From an optimization exercise on the open Yosys and OpenROAD flow, aimed at small area, a short achievable clock period and few clock cycles per item; shortcuts taken in it are not production practice. The RTL was checked by simulation tests, not by an equivalence proof against the original design.

== red ==
Design joystick_mouse_button_qualifier_unit, start of the top module:
module joystick_mouse_button_qualifier_unit (
    input  logic                                i_clk,
    input  logic                                i_rst_n,
    input  logic                                s_axis_tvalid,
    output logic                                s_axis_tready,
    input  logic [jmbq_pkg::IN_TDATA_W-1:0]     s_axis_tdata,
    output logic                                m_axis_tvalid,
    input  logic                                m_axis_tready,
    output logic [jmbq_pkg::OUT_TDATA_W-1:0]    m_axis_tdata,
    input  logic                                i_cfg_we,
    input  logic [jmbq_pkg::CFG_IDX_W-1:0]      i_cfg_idx,
    input  logic [jmbq_pkg::CFG_DATA_W-1:0]     i_cfg_wdata
);
    localparam int NB = jmbq_pkg::NUM_BTN;
    localparam int TW = jmbq_pkg::TIME_W;
    localparam int SW = jmbq_pkg::SAMPLE_W;
    localparam int KW = jmbq_pkg::KEYS_W;
    localparam int PW = jmbq_pkg::SPEED_W;
    localparam int DW = jmbq_pkg::DZ_W;
    localparam int HW = jmbq_pkg::MS_W;
    localparam int AW = 19;
    localparam int MW = 26;
    localparam int BRW = 10;
    logic [SW-1:0] r_center_x, r_center_y;
    logic [DW-1:0] r_deadzone;
    logic [PW-1:0] r_top_speed;
    logic [HW-1:0] r_debounce_ms, r_long_press_ms;
    always_ff @(posedge i_clk) begin
        if (!i_rst_n) begin
            r_center_x      <= jmbq_pkg::RST_CENTER;
            r_center_y      <= jmbq_pkg::RST_CENTER;
            r_deadzone      <= jmbq_pkg::RST_DEADZONE;
            r_top_speed     <= jmbq_pkg::RST_TOP_SPEED;
            r_debounce_ms   <= jmbq_pkg::RST_DEBOUNCE;
            r_long_press_ms <= jmbq_pkg::RST_LONG_PRESS;
        end else if (i_cfg_we) begin
            case (i_cfg_idx)
  ...
Size: about 4,100 cells after synthesis, roughly 50,000 um2 of cells after synthesis.
export LEC_CHECK = 0
export CAP_MARGIN = 20
export CORE_MARGIN = 2
export CORE_UTILIZATION = 40
export CTS_CLUSTER_DIAMETER = 132
export CTS_CLUSTER_SIZE = 24
export SLEW_MARGIN = 20
create_clock -name core_clock -period 10.0 [get_ports {i_clk}]
standard.sh (not shown) runs the stock make flow with config.mk's settings and CLKGATE_MAP_FILE= SYNTH_SCRIPT=/design/flow/synth_recipe.tcl, a recipe that flattens the netlist after the stock synthesis.
==> flow/flow/run.sh <==
#!/bin/bash
# Standard synthesis and layout (the standard.sh, unchanged scripts); the
# differences from the standard flow's own layout are a larger setup slack margin for
# ORFS's repair_timing steps, so that repair keeps improving paths past the
# point where they meet the (unchanged) 10 ns constraint, and a plain buffer
# (sky130_fd_sc_hd__buf_2) as the cell that buffers every port.
set -euo pipefail
cd "$(dirname "$0")/.."
MARGIN=$(cat flow/margin.txt)
bash standard.sh synth > synth_make.log 2>&1
bash standard.sh SETUP_SLACK_MARGIN=$MARGIN "BUFFER_PORTS_ARGS=-buffer_cell sky130_fd_sc_hd__buf_2" finish > layout_make.log 2>&1
==> flow/flow/margin.txt <==
6.45
red reached the end of the flow, and the finished layout is clean on the timing, DRC and antenna checks.
Testbench counts of red, summed over its fixed seeds: cycles 3,288, polls 3,200.
> inputs changed (red -> blue)
==> flow/flow/run.sh <==
#!/bin/bash
# Standard synthesis and layout (the standard.sh, unchanged scripts); the
# only difference from the standard flow's own layout is a larger setup slack margin for
# ORFS's repair_timing steps, so that repair keeps improving paths past the
# point where they meet the (unchanged) 10 ns constraint.
set -euo pipefail
cd "$(dirname "$0")/.."
MARGIN=$(cat flow/margin.txt)
bash standard.sh synth > synth_make.log 2>&1
bash standard.sh SETUP_SLACK_MARGIN=$MARGIN finish > layout_make.log 2>&1
==> flow/flow/margin.txt <==
6.8
### Flow results
- Re overall die width: no difference whatsoever between blue and red.
- Going from red to blue, maximum single-stage delay on the critical path shrinks by 0.03 ns.
- Summary of blue over red: final worst setup slack went up 0.091 ns; wire length has increased; count of placed standard cells in the final layout, fillers left out went up.
- Sort blue and red by peak clock frequency supported by timing desc -> top: blue
- blue against red; vias after detailed routing is up by a few percent.

afterwards: timing with drivers on the ports:
In the flow no input, the clock included, has a driving cell. The finished layouts below were timed again as built, in two steps.
Step 1: set_driving_cell puts a clkbuf_16 on i_clk and a buf_2 on each other input, an assumption about the parent block.
Step 2 times the ports against the registers' clock, not the clock port: input delays grow and output delays shrink by t, the midpoint of the rising clock arrivals with the driver on.
a / b / c = ideal / step 1 / step 2; a / b = the first two.
| run | t, ns | slack for setup (ns) | hold WS [ns] | worst setup path after step 2 | latest minus earliest clock arrival (ns) |
|---|---|---|---|---|---|
| red | 0.714 | 6.475 / 6.475 / 6.063 | 0.397 / 0.397 / 0.397 | input to register | 0.057 / 0.058 |
| blue | 0.716 | 6.566 / 6.566 / 6.232 | 0.377 / 0.377 / 0.377 | input to register | 0.047 / 0.047 |
After both steps every run listed still meets setup and hold. For red, which loses most, drivers alone change the setup slack by 0.000 ns; drivers and shift together by -0.412 ns.
